This is an optimization exercise on Yosys and OpenROAD, whose aim is small area and a short achievable clock period, not a production implementation.
No functional check of the RTL was part of any run shown here.
Power is estimated from default activity; no workload was simulated.

`flow/constraint.sdc`:
```
create_clock -name core_clock -period 5.0 [get_ports {clk}]
set_input_delay 1.0000 -clock core_clock [delete_from_list [all_inputs] [get_ports {clk}]]
set_output_delay 1.0000 -clock core_clock [all_outputs]
set_load 0.01 [all_outputs]
```
`flow/run.sh`:
```
#!/bin/bash
# synth_recipe.tcl (not shown) runs the flow's synth.tcl, then flattens the netlist and writes it again
# the make line also repeats each setting of config.mk as NAME=value (left out here)
make -C /OpenROAD-flow-scripts/flow DESIGN_CONFIG=/design/flow/config.mk WORK_HOME=/design/flow/orfs CLKGATE_MAP_FILE= SYNTH_SCRIPT=/design/flow/synth_recipe.tcl finish
```
`flow/design.v`:
```
`default_nettype none
package rv_exec_pkg;
    typedef logic [31:0] word_t;
    typedef logic [4:0]  reg_idx_t;
    typedef logic [2:0]  funct3_t;
endpackage
`default_nettype wire
`default_nettype none
module rv_add #(
    parameter int W = 32
) (
    input  logic [W-1:0] a,
    input  logic [W-1:0] b,
    input  logic         cin,
    output logic [W:0]   s
);
    logic [W-1:0] g, p, gg, pp;
    always_comb begin
        g  = a & b;
        p  = a ^ b;
        gg = g;
        pp = p;
        gg[0] = g[0] | (p[0] & cin);
        for (int d = 1; d < W; d = d * 2) begin
            for (int i = 2 * d - 1; i < W; i += 2 * d) begin
                gg[i] = gg[i] | (pp[i] & gg[i - d]);
                pp[i] = pp[i] & pp[i - d];
            end
        end
        for (int d = 16; d >= 1; d = d / 2) begin
            for (int i = 3 * d - 1; i < W; i += 2 * d) begin
                gg[i] = gg[i] | (pp[i] & gg[i - d]);
                pp[i] = pp[i] & pp[i - d];
            end
        end
        s[0] = p[0] ^ cin;
        for (int i = 1; i < W; i++) s[i] = p[i] ^ gg[i - 1];
        s[W] = gg[W - 1];
    end
endmodule
`default_nettype wire
`default_nettype none
module rv_decode (
    input  logic                  clk,
    input  logic                  resetb,
    input  logic                  in_valid,
    input  rv_exec_pkg::word_t    in_insn,
    input  rv_exec_pkg::word_t    in_pc,
    input  rv_exec_pkg::word_t    in_rs1_data,
    input  rv_exec_pkg::word_t    in_rs2_data,
    output logic                  d_valid,
    output rv_exec_pkg::word_t    d_op1,       
    output rv_exec_pkg::word_t    d_op2,       
    output logic [29:0]           d_tgt,       
    output logic [29:0]           d_pc4,       
    output logic                  d_sub,       
    output logic                  d_sel_sum,   
    output logic                  d_sel_lt,    
    output logic                  d_uns,       
    output logic                  d_br_inv,    
    output logic                  d_br_lt,     
    output rv_exec_pkg::reg_idx_t d_rd,
    output logic                  d_rd_we,     
    output logic                  d_ill,       
    output logic                  d_br_mis,    
    output logic                  d_br_ok,     
    output logic                  d_jmp_ok     
);
    logic [6:0] opc;
    logic [2:0] f3;
    logic       is_op, is_opi, is_lui, is_auipc, is_jal, is_jalr, is_br, is_alu;
    logic       f7_ok, br_f3_ok, legal, jal_mis, jalr_mis;
    rv_exec_pkg::word_t imm_i, imm_u, imm_t, base_t, opb, logic_res, op1, op2, tgt;
    logic [4:0]  shamt;
    logic [32:0] sr_in;
    rv_exec_pkg::word_t rev_in, sr_out, rev_out;
    logic [29:0] pc4;
    logic [32:0] tgt_s;
    assign opc = in_insn[6:0];
    assign f3  = in_insn[14:12];
    assign is_op    = (opc == 7'b0110011);
    assign is_opi   = (opc == 7'b0010011);
    assign is_lui   = (opc == 7'b0110111);
    assign is_auipc = (opc == 7'b0010111);
    assign is_jal   = (opc == 7'b1101111);
    assign is_jalr  = (opc == 7'b1100111);
    assign is_br    = (opc == 7'b1100011);
    assign is_alu   = is_op || is_opi;
    assign f7_ok    = (in_insn[31:25] == 7'h00) || (in_insn[31:25] == 7'h20);
    assign br_f3_ok = (f3[2:1] != 2'b01);
    assign jal_mis  = in_insn[21];
    assign jalr_mis = in_rs1_data[1] ^ in_insn[21] ^ (in_rs1_data[0] & in_insn[20]);
    assign legal = (is_op && f7_ok) || is_opi || is_lui || is_auipc ||
                   (is_jal && !jal_mis) || (is_jalr && !jalr_mis) || (is_br && br_f3_ok);
    assign imm_i = {{20{in_insn[31]}}, in_insn[31:20]};
    assign imm_u = {in_insn[31:12], 12'h0};
    assign opb   = is_op ? in_rs2_data : imm_i;
    assign shamt = opb[4:0];
    always_comb begin
        for (int i = 0; i < 32; i++) rev_in[i] = in_rs1_data[31 - i];
    end
    assign sr_in  = (f3[2] ? {in_insn[30] & in_rs1_data[31], in_rs1_data}
                           : {1'b0, rev_in});
    assign sr_out = rv_exec_pkg::word_t'($signed(sr_in) >>> shamt);
    always_comb begin
        for (int i = 0; i < 32; i++) rev_out[i] = sr_out[31 - i];
    end
    always_comb begin
        case (f3[1:0])
            2'd0:    logic_res = in_rs1_data ^ opb;
            2'd2:    logic_res = in_rs1_data | opb;
            2'd3:    logic_res = in_rs1_data & opb;
            default: logic_res = f3[2] ? sr_out : rev_out;
        endcase
    end
    assign pc4 = in_pc[31:2] + 30'd1;
    always_comb begin
        if (is_alu && (f3 == 3'd1 || f3[2])) op1 = logic_res;
        else if (is_jal || is_jalr)          op1 = {pc4, 2'b00};      
        else if (is_lui)                     op1 = imm_u;
        else if (is_auipc)                   op1 = in_pc;
        else                                 op1 = in_rs1_data;
        if (is_op || is_br) op2 = in_rs2_data;
        else if (is_auipc)  op2 = imm_u;
        else                op2 = imm_i;
    end
    always_comb begin
        if (is_jalr) begin
            base_t = in_rs1_data;
            imm_t  = imm_i;
        end else begin
            base_t = {in_pc[31:2], 2'b00};
            imm_t  = is_jal ? {{12{in_insn[31]}}, in_insn[19:12], in_insn[20], in_insn[30:21], 1'b0}
                            : {{20{in_insn[31]}}, in_insn[7], in_insn[30:25], in_insn[11:8], 1'b0};
        end
    end
    rv_add #(.W(32)) i_tgt_add (.a(base_t), .b(imm_t), .cin(1'b0), .s(tgt_s));
    assign tgt = tgt_s[31:0];
    always_ff @(posedge clk or negedge resetb) begin
        if (!resetb) d_valid <= 1'b0;
        else         d_valid <= in_valid;
    end
    always_ff @(posedge clk) begin
        d_op1     <= op1;
        d_op2     <= op2;
        d_tgt     <= tgt[31:2];
        d_pc4     <= pc4;
        d_sub     <= (is_op && in_insn[30] && f3 == 3'd0) ||
                     (is_alu && f3[2:1] == 2'b01) || is_br;
        d_sel_sum <= (is_alu && f3 == 3'd0) || is_auipc;
        d_sel_lt  <= is_alu && f3[2:1] == 2'b01;
        d_uns     <= is_br ? f3[1] : f3[0];
        d_br_inv  <= f3[0];
        d_br_lt   <= f3[2];
        d_rd      <= in_insn[11:7];
        d_rd_we   <= legal && !is_br && (in_insn[11:7] != 5'd0);
        d_ill     <= !legal;
        d_br_mis  <= is_br && br_f3_ok && in_insn[8];
        d_br_ok   <= is_br && br_f3_ok && !in_insn[8];
        d_jmp_ok  <= (is_jal && !jal_mis) || (is_jalr && !jalr_mis);
    end
endmodule
`default_nettype wire
`default_nettype none
module rv_alu (
    input  logic                 d_sub,
    input  logic                 d_sel_sum,
    input  logic                 d_sel_lt,
    input  logic                 d_uns,
    input  rv_exec_pkg::word_t   d_op1,
    input  rv_exec_pkg::word_t   d_op2,
    output logic                 eq,           
    output logic                 lt,           
    output rv_exec_pkg::word_t   alu_result
);
    rv_exec_pkg::word_t opb, p;
    logic [32:0] add;
    assign opb = d_op2 ^ {32{d_sub}};
    assign p   = d_op1 ^ opb;
    rv_add #(.W(32)) i_add (.a(d_op1), .b(opb), .cin(d_sub), .s(add));
    assign eq  = &p;
    assign lt  = (d_op1[31] ^ d_op2[31]) && !d_uns ? d_op1[31] : !add[32];
    always_comb begin
        if (d_sel_sum)     alu_result = add[31:0];
        else if (d_sel_lt) alu_result = {31'h0, lt};
        else               alu_result = d_op1;
    end
endmodule
`default_nettype wire
`default_nettype none
module rv_branch (
    input  logic        eq,
    input  logic        lt,
    input  logic        d_br_inv,
    input  logic        d_br_lt,
    input  logic [29:0] d_tgt,
    input  logic [29:0] d_pc4,
    input  logic        d_br_ok,
    input  logic        d_br_mis,
    input  logic        d_jmp_ok,
    output logic [29:0] next_pc,      
    output logic        br_mis_taken
);
    logic cond;
    assign cond         = d_br_inv ^ (d_br_lt ? lt : eq);
    assign br_mis_taken = d_br_mis && cond;
    assign next_pc      = (d_jmp_ok || (d_br_ok && cond)) ? d_tgt : d_pc4;
endmodule
`default_nettype wire
`default_nettype none
module rv_retire (
    input  logic                    clk,
    input  logic                    resetb,
    input  logic                    d_valid,
    input  rv_exec_pkg::reg_idx_t   d_rd,
    input  logic                    d_rd_we,
    input  logic                    d_ill,
    input  logic                    br_mis_taken,
    input  rv_exec_pkg::word_t      result,
    input  logic [29:0]             next_pc,
    output logic                    out_valid,
    output rv_exec_pkg::reg_idx_t   out_rd,
    output logic                    out_rd_we,
    output rv_exec_pkg::word_t      out_result,
    output rv_exec_pkg::word_t      out_next_pc,
    output logic                    out_illegal
);
    logic [29:0] npc_q;
    always_ff @(posedge clk or negedge resetb) begin
        if (!resetb) out_valid <= 1'b0;
        else         out_valid <= d_valid;
    end
    always_ff @(posedge clk) begin
        out_rd      <= d_rd;
        out_rd_we   <= d_rd_we;
        out_result  <= result;
        npc_q       <= next_pc;
        out_illegal <= d_ill || br_mis_taken;
    end
    assign out_next_pc = {npc_q, 2'b00};
endmodule
`default_nettype wire
`default_nettype none
module rv_exec_top (
    input  logic                  clk,
    input  logic                  resetb,
    input  logic                  in_valid,
    input  rv_exec_pkg::word_t    in_insn,
    input  rv_exec_pkg::word_t    in_pc,
    input  rv_exec_pkg::word_t    in_rs1_data,
    input  rv_exec_pkg::word_t    in_rs2_data,
    output logic                  out_valid,
    output rv_exec_pkg::reg_idx_t out_rd,
    output logic                  out_rd_we,
    output rv_exec_pkg::word_t    out_result,
    output rv_exec_pkg::word_t    out_next_pc,
    output logic                  out_illegal
);
    logic                  d_valid;
    rv_exec_pkg::word_t    d_op1, d_op2;
    logic [29:0]           d_tgt, d_pc4;
    logic                  d_sub, d_sel_sum, d_sel_lt, d_uns, d_br_inv, d_br_lt;
    rv_exec_pkg::reg_idx_t d_rd;
    logic                  d_rd_we, d_ill, d_br_mis, d_br_ok, d_jmp_ok;
    rv_exec_pkg::word_t    alu_result;
    logic                  eq, lt, br_mis_taken;
    logic [29:0]           next_pc;
    rv_decode i_decode (
        .clk, .resetb, .in_valid, .in_insn, .in_pc, .in_rs1_data, .in_rs2_data,
        .d_valid, .d_op1, .d_op2, .d_tgt, .d_pc4, .d_sub, .d_sel_sum, .d_sel_lt, .d_uns,
        .d_br_inv, .d_br_lt, .d_rd, .d_rd_we, .d_ill, .d_br_mis, .d_br_ok, .d_jmp_ok
    );
    rv_alu i_alu (
        .d_sub, .d_sel_sum, .d_sel_lt, .d_uns, .d_op1, .d_op2, .eq, .lt, .alu_result
    );
    rv_branch i_branch (
        .eq, .lt, .d_br_inv, .d_br_lt, .d_tgt, .d_pc4, .d_br_ok, .d_br_mis, .d_jmp_ok,
        .next_pc, .br_mis_taken
    );
    rv_retire i_retire (
        .clk, .resetb, .d_valid, .d_rd, .d_rd_we, .d_ill, .br_mis_taken,
        .result(alu_result), .next_pc,
        .out_valid, .out_rd, .out_rd_we, .out_result, .out_next_pc, .out_illegal
    );
endmodule
`default_nettype wire
```
`flow/config.mk`:
```
export PLATFORM = sky130hd
export DESIGN_NAME = rv_exec_top
export DESIGN_NICKNAME = rv_exec_top
export VERILOG_FILES = /design/flow/design.v
export SDC_FILE = /design/flow/constraint.sdc
export NUM_CORES = 4
export LEC_CHECK = 0
export CAP_MARGIN = 20
export CORE_MARGIN = 2
export CORE_UTILIZATION = 40
export SLEW_MARGIN = 20
```
==> impl_metrics.toml, run 1 <==
[route]
final_antenna_net_count = 0
dr.pass1.iters = 8
routed_wirelength_mm = 69.6
wl_per_cell_um = 25.9
drc = 0
vias = 16000
drt_iter0_drc = 1772
vias_per_cell = 5.96

[timing]
maxSlewHeadroom_pct = 22.4
slew_violations = 0
tightest_slew_ns = 1.15
finalCriticalPeriod_ns = 4.86
fin_worst_skew_ns = 0.0251
period_share_pct = 97.2
setup_violations = 0
finalHoldViolCount = 0
totalNegativeSetupSlack_ns = 0
fmax_mhz = 206

[floorplan]
dieHeight_um = 201
num_io_pins = 203
row_count = 72
core-area_sq_um = 38400
die_area_sq_um = 40300
start_util_pct = 40.3
die_w_um = 201

[synthesis]
seq_area_frac_synth_pct = 27.4
synth_top_area_share_pct = 27.0
synthFlopType = "dfxtp_1"
ys_seq_elements = 211
yosysUniqueCellTypes = 85
netlist_top_cells_area = "dfxtp_1 (27%), ha_1 (10%), o21ai_0 (4.7%)"
synth-edff-count = 0
yosysTopAreaCell = "dfxtp_1"
synthCells = 1852
ys_warn_count = 4
synth-async-reset-ratio_pct = 0.948
syn_area_sq_um = 15500
syn_area_per_cell_sq_um = 8.36

[place]
hpwl_mm = 57.2
port-buffer-count = 200
routabilityCongestion = 1.00
placed_area_sq_um = 19100

[global_route]
grtUsageTotal_pct = 33.5
antenna_found_initial = 9
grt_pass1_vias = 15300
grt_pass1_wl_mm = 101
grt_max_degree = 59
grt_overflow = 0

[clocking]
clkTransAtPathRegs_ns = 0.06
cts_hold_buf = 0
cts_num_sinks = 211
htree_num_levels = 1
worstSkewPairLatency_ns = 0.54
clock_path_buffers = 3
numCtsBuffers = 23
cts_tree = "done"
root_buffer = "clkbuf_16"

[setup_path]
critPathArrivalTime_ns = 5.35
path_cells = "clkdlybuf4s50_1 -> nand4b_1 -> nor2_4 -> buf_4 -> mux2_2 -> ha_1 -> o21a_1 -> o21ai_0 -> nand2b_1 -> a21oi_1 -> a31oi_1 -> a31o_2 -> a221o_1 -> buf_4 -> a31o_2 -> a31oi_2 -> fa_1 -> inv_1"
slowest_delay_ns = 0.43
r2r_cells = 14
cp-end-kind = "flop"
crit_start = "in_insn[3]"
reg2reg_to = "i_retire.out_result[30]$_DFF_P_"
cp_max_fo = 7
reg2reg_setup_slack_ns = 0.70
r2r_start = "i_decode.d_sub$_DFF_P_"
critPathLaunchType = "primary input"
critPathKind = "in -> reg"
cp_slowest_cell = "fa_1"
cp_data_required_time_ns = 5.49
endpoint = "i_decode.d_tgt[24]$_DFF_P_"

[hold_path]
hp-class = "reg -> reg"

[layout]
layout_commonest_cell = "dfxtp_1"
syn_to_final_growth_pct = 28.5
multi_input_area_sq_um = 10300
drive_above_1_share_pct = 15.6
nets = 2438
fill_cells = 3688
mostFrequentLayoutCells = "dfxtp_1 (208), clkdlybuf4s50_1 (198), nand2_1 (192)"
design_area_sq_um = 19900
ff_latch_area_sq_um = 4240

[power]
power.density_nw_per_um2 = 261
irDropWorstVdd_mv = 0.256
totalPowerFinal_uw = 5190
leakage_uw = 0.00889

[run_status]
run_status = "timing/DRC/antenna clean"

[flow_run]
drv_cap = 0
-- per-stage QoR --
step,utilization (%),std cells,worst slack [ns],hold slack (ns)
final,51.8,2688,0.140,0.327
after global routing,51.8,2685,-0.00905,0.333
after CTS,51.7,2681,0.125,0.329
after detailed placement,49.7,2641,-0.429,0.315
after global placement,49.7,2641,-0.332,0.310
after floorplan,-,1853,0.00102,0.310
-- per-layer routing --
layer  track usage, %  routed length [um]  vias up
li1                 -                   -     7251
met1             44.3               28900     7618
met2             51.6               29800      935
met3             8.70                7360      211
met4             14.0                3540        6
met5                0                  39        -
-- worst min-delay path by stage --
stage	to	from	depth (start not counted)
floorplan	i_retire.out_rd[0]$_DFF_P_	i_decode.d_rd[0]$_DFF_P_	0
global placement	i_retire.out_rd[3]$_DFF_P_	i_decode.d_rd[3]$_DFF_P_	0
detailed placement	i_retire.out_rd[2]$_DFF_P_	i_decode.d_rd[2]$_DFF_P_	0
CTS	i_retire.out_rd[3]$_DFF_P_	i_decode.d_rd[3]$_DFF_P_	0
global route	i_retire.out_rd_we$_DFF_P_	i_decode.d_rd_we$_DFF_P_	0
finish	i_retire.out_rd[2]$_DFF_P_	i_decode.d_rd[2]$_DFF_P_	0
-- report_power, final --
part / internal (uW) / switching [uW] / total [uW]
registers: 1850 / 58.7 / 1910
clock network: 989 / 674 / 1660
logic: 704 / 910 / 1610
-- final cells by class --
class	count	share of cell area, %
repair buffers	390	17.4
well taps	518	3.26
inverters	138	2.62
clock buffers	32	3.17
multi-input cells	1387	51.6
flip-flops and latches	211	21.3
diodes	4	0.0503
clock inverters	8	0.579
-- critical path, delay by kind of cell --
kind,cells,cell delay (ns)
AO/OA/AOI/OAI,8,1.69
AND/OR/NAND/NOR,3,0.75
multiplexers,1,0.35
adder cells (fa/ha/maj),2,0.74
buffers and inverters,4,0.80
-- what timing repair did --
item	4_1_cts	5_1_grt
setup buffers	0	3
gates resized for setup	0	2
endpoints found under the setup margin	0	3
hold endpoints to repair	0	0
-- synthesized netlist by cell type (all sizes together), types with 33 or more instances --
master / instances
dfxtp: 209
nand2: 192
o21ai: 155
inv: 138
ha: 125
a21oi: 110
nor2: 101
clkbuf: 84
mux2: 64
xor2: 58
mux2i: 53
nand3: 40
a21o: 36
xnor2: 36
buf: 33
-- logic make-up (layout without fill, tap and decap cells) --
group / Yosys count / count (layout) / synth area share (%)
flops: 211 / 211 / 27.4
other cells: 1 / 6 / 0.0242
simple gates: 462 / 462 / 14.0
compound gates: 550 / 550 / 23.7
fa+ha+maj: 156 / 156 / 14.1
mux: 123 / 123 / 8.96
buf+inv: 255 / 568 / 6.60
xor+xnor: 94 / 94 / 5.32
-- sequential cells by signal, indices dropped and copies added (netlist names), 5 cells and up --
name,cells
i_decode.d_op1,32
i_decode.d_op2,32
i_retire.out_result,32
i_decode.d_pc4,30
i_decode.d_tgt,30
i_retire.npc_q,30
i_decode.d_rd,5
i_retire.out_rd,5
==> run 2, diff against run 1 <==
--- a/flow/config.mk
+++ b/flow/config.mk
@@ -8,4 +8,5 @@
 export CAP_MARGIN = 20
 export CORE_MARGIN = 2
 export CORE_UTILIZATION = 40
+export SETUP_SLACK_MARGIN = 1.5
 export SLEW_MARGIN = 20
==> impl_metrics.toml, run 2 <==
[setup_path]
path_cells = "buf_6 -> nand4b_1 -> nor2_4 -> buf_12 -> buf_6 -> mux2_4 -> ha_4 -> a21oi_2 -> nor2b_1 -> o21ai_1 -> nand2b_1 -> a221o_1 -> a31o_4 -> a221o_1 -> a41o_1 -> o41ai_4 -> fa_2 -> inv_1"
slowest_delay_ns = 0.48
reg2reg_setup_slack_ns = 1.56
critPathArrivalTime_ns = 4.71
cp-end-kind = "flop"
cp_slowest_cell = "fa_2"
r2r_cells = 14
critPathLaunchType = "primary input"
cp_data_required_time_ns = 5.46
cp_max_fo = 6
critPathKind = "in -> reg"

[synthesis]
synthCells = 1852
seq_area_frac_synth_pct = 27.4
ys_seq_elements = 211
synth-edff-count = 0
synth.most_common_cell = "dfxtp_1"
synth_common_cells = "dfxtp_1 (209), nand2_1 (192), o21ai_0 (146), inv_1 (133), ha_1 (125)"
netlist_top_cells_area = "dfxtp_1 (27%), ha_1 (10%), o21ai_0 (4.7%)"
syn_area_sq_um = 15500
ys_warn_count = 4
yosysTopAreaCell = "dfxtp_1"
yosysUniqueCellTypes = 85
synthFlopType = "dfxtp_1"
synth-async-reset-ratio_pct = 0.948
syn_area_per_cell_sq_um = 8.36
synth_top_area_share_pct = 27.0

[power]
irDropWorstVdd_mv = 0.311
leakage_uw = 0.00937
power.density_nw_per_um2 = 259

[clocking]
clock_path_buffers = 3
cts_num_sinks = 211
root_buffer = "clkbuf_16"
worstSkewPairLatency_ns = 0.52
numCtsBuffers = 22
cts_tree = "done"
clkTransAtPathRegs_ns = 0.06
htree_num_levels = 1

[layout]
final_util_pct = 55.1
nets = 2482
fill_cells = 3590
mostFrequentLayoutCells = "dfxtp_1 (208), buf_4 (202), nand2_1 (185)"
drive_above_1_share_pct = 22.8
finalNonFillerCells = 2730
syn_to_final_growth_pct = 36.5
reg_top3 = "i_decode.d_op1: 32 flops, i_decode.d_op2: 32 flops, i_retire.out_result: 32 flops"
layout_commonest_cell = "dfxtp_1"

[place]
routabilityCongestion = 1.04
dp_cells = 2649
post-place-ws_ns = -0.255
hpwl_mm = 58.2
port-buffer-count = 200

[timing]
finalHoldViolCount = 0
finalCriticalPeriod_ns = 4.25
period_share_pct = 85.1
slew_violations = 0
holdWs_ns = 0.326
fin_worst_skew_ns = 0.00780
tightest_slew_ns = 0.954
setup_violations = 0
totalNegativeSetupSlack_ns = 0
fmax_mhz = 235
maxSlewHeadroom_pct = 36.2
worst_slack_ns = 0.747
rsz0062_at_grt = "yes"

[flow_run]
drv_cap = 0

[route]
wl_per_cell_um = 26.4
dr.pass1.iters = 7
vias_per_cell = 5.99
routed_wirelength_mm = 72.1
drc = 0
vias = 16300
drt_iter0_drc = 1649
final_antenna_net_count = 0

[global_route]
grt_pass1_vias = 15700
grt_max_degree = 62
grt_pass1_wl_mm = 103
antenna_found_initial = 4
grtUsageTotal_pct = 34.4
grt_overflow = 0

[floorplan]
num_io_pins = 203
row_count = 72
dieHeight_um = 201
die_area_sq_um = 40300
core-area_sq_um = 38400
die_w_um = 201
start_util_pct = 40.3

[run_status]
run_status = "timing/DRC/antenna clean"

[hold_path]
worstHoldPathCells = 0
hp-class = "reg -> reg"
-- run 2: cell counts after synthesis --
Identical to the previous run, type by type.
-- run 2: per-stage QoR --
| stage | power [uW] | instance area (sq um) |
|---|---|---|
| floorplan | 2760 | 15700 |
| global placement | 3530 | 19300 |
| detailed placement | 3540 | 19300 |
| CTS | 5420 | 20700 |
| global route | 5710 | 21100 |
| finish | 5480 | 21100 |
-- run 2: worst paths after layout --
check                                    startpoint                           end
max                                      in_insn[3]    i_decode.d_tgt[28]$_DFF_P_
min in group asynchronous                    resetb    i_decode.d_valid$_DFF_PN0_
max in group asynchronous                    resetb  i_retire.out_valid$_DFF_PN0_
min                        i_decode.d_rd[4]$_DFF_P_    i_retire.out_rd[4]$_DFF_P_
max reg2reg                  i_decode.d_sub$_DFF_P_    i_retire.npc_q[19]$_DFF_P_
min reg2reg                i_decode.d_rd[4]$_DFF_P_    i_retire.out_rd[4]$_DFF_P_
-- run 2: cells by family (layout without fill, tap and decap cells) --
group,after synthesis,in the layout,synth area share [%]
compound gates,550,550,23.7
xor+xnor,94,94,5.32
fa+ha+maj,156,156,14.1
buf+inv,255,612,6.60
flops,211,211,27.4
mux,123,123,8.96
other cells,1,4,0.0242
simple gates,462,462,14.0
-- run 2: timing repair --
item / 4_1_cts / 5_1_grt
hold buffers: 0 / 0
gates resized for setup: 125 / 75
cloned: 1 / 1
setup endpoints to repair: 108 / 90
hold endpoints to repair: 0 / 0
setup buffers: 30 / 8
pin swaps: 43 / 43
-- run 2: power by group --
part	internal [uW]	leakage [uW]	total (uW)	switching, uW
clock	1150	0.000398	1810	661
combinational	782	0.00718	1750	968
sequential	1850	0.00179	1910	61.4
total	3790	0.00937	5480	1690
-- run 2: worst max-delay path, delay by kind of cell --
| kind | cells | cell delay, ns |
|---|---|---|
| AO/OA/AOI/OAI | 7 | 1.73 |
| buffers and inverters | 4 | 0.40 |
| AND/OR/NAND/NOR | 4 | 0.56 |
| adder cells (fa/ha/maj) | 2 | 0.70 |
| multiplexers | 1 | 0.30 |
-- run 2: layer usage --
layer	wire length [um]	vias to the layer above	GRT usage [%]
li1	-	7333	-
met1	30500	7840	46.5
met2	30900	948	53.5
met3	6840	226	6.53
met4	3880	2	14.9
met5	18	-	0
-- run 2: layout make-up --
| type | count | area (sq um) | area share (%) |
|---|---|---|---|
| diodes | 2 | 5.00 | 0.0237 |
| clock buffers | 30 | 642 | 3.04 |
| clock inverters | 9 | 173 | 0.817 |
| inverters | 138 | 526 | 2.49 |
| multi-input cells | 1387 | 10900 | 51.8 |
| flip-flops and latches | 211 | 4240 | 20.1 |
| well taps | 518 | 648 | 3.07 |
| repair buffers | 435 | 3960 | 18.7 |

==> port drivers added, routing unchanged <==
The flow's constraints put no driver on any port. The routed layouts listed below were extracted and timed again, unchanged, in two steps.
Step 1, drivers: a clkbuf_16 drives clk and a buf_2 each remaining input, both assumed.
Step 2 adds t to the input delays and takes it off the output delays; t is the mean of the earliest and latest rising clock arrival at the registers after step 1. Input paths then give back, and output paths get back, about the clock's delay inside the block.
Slacks: no drivers / after step 1 / after step 2; pairs: no drivers / after step 1.
run	t, ns	slack for setup (ns)	clock arrival spread, ns	worst data-port slew with drivers (ns)
run 1	0.583	0.140 / 0.165 / -0.418	0.026 / 0.025	0.06
run 2	0.567	0.747 / 0.771 / 0.204	0.008 / 0.008	0.05
Met with ideal ports but missed after step 2: setup timing in run 1. The setup slack of run 1, which loses most, moves by +0.025 ns with the drivers and by -0.558 ns with both steps.
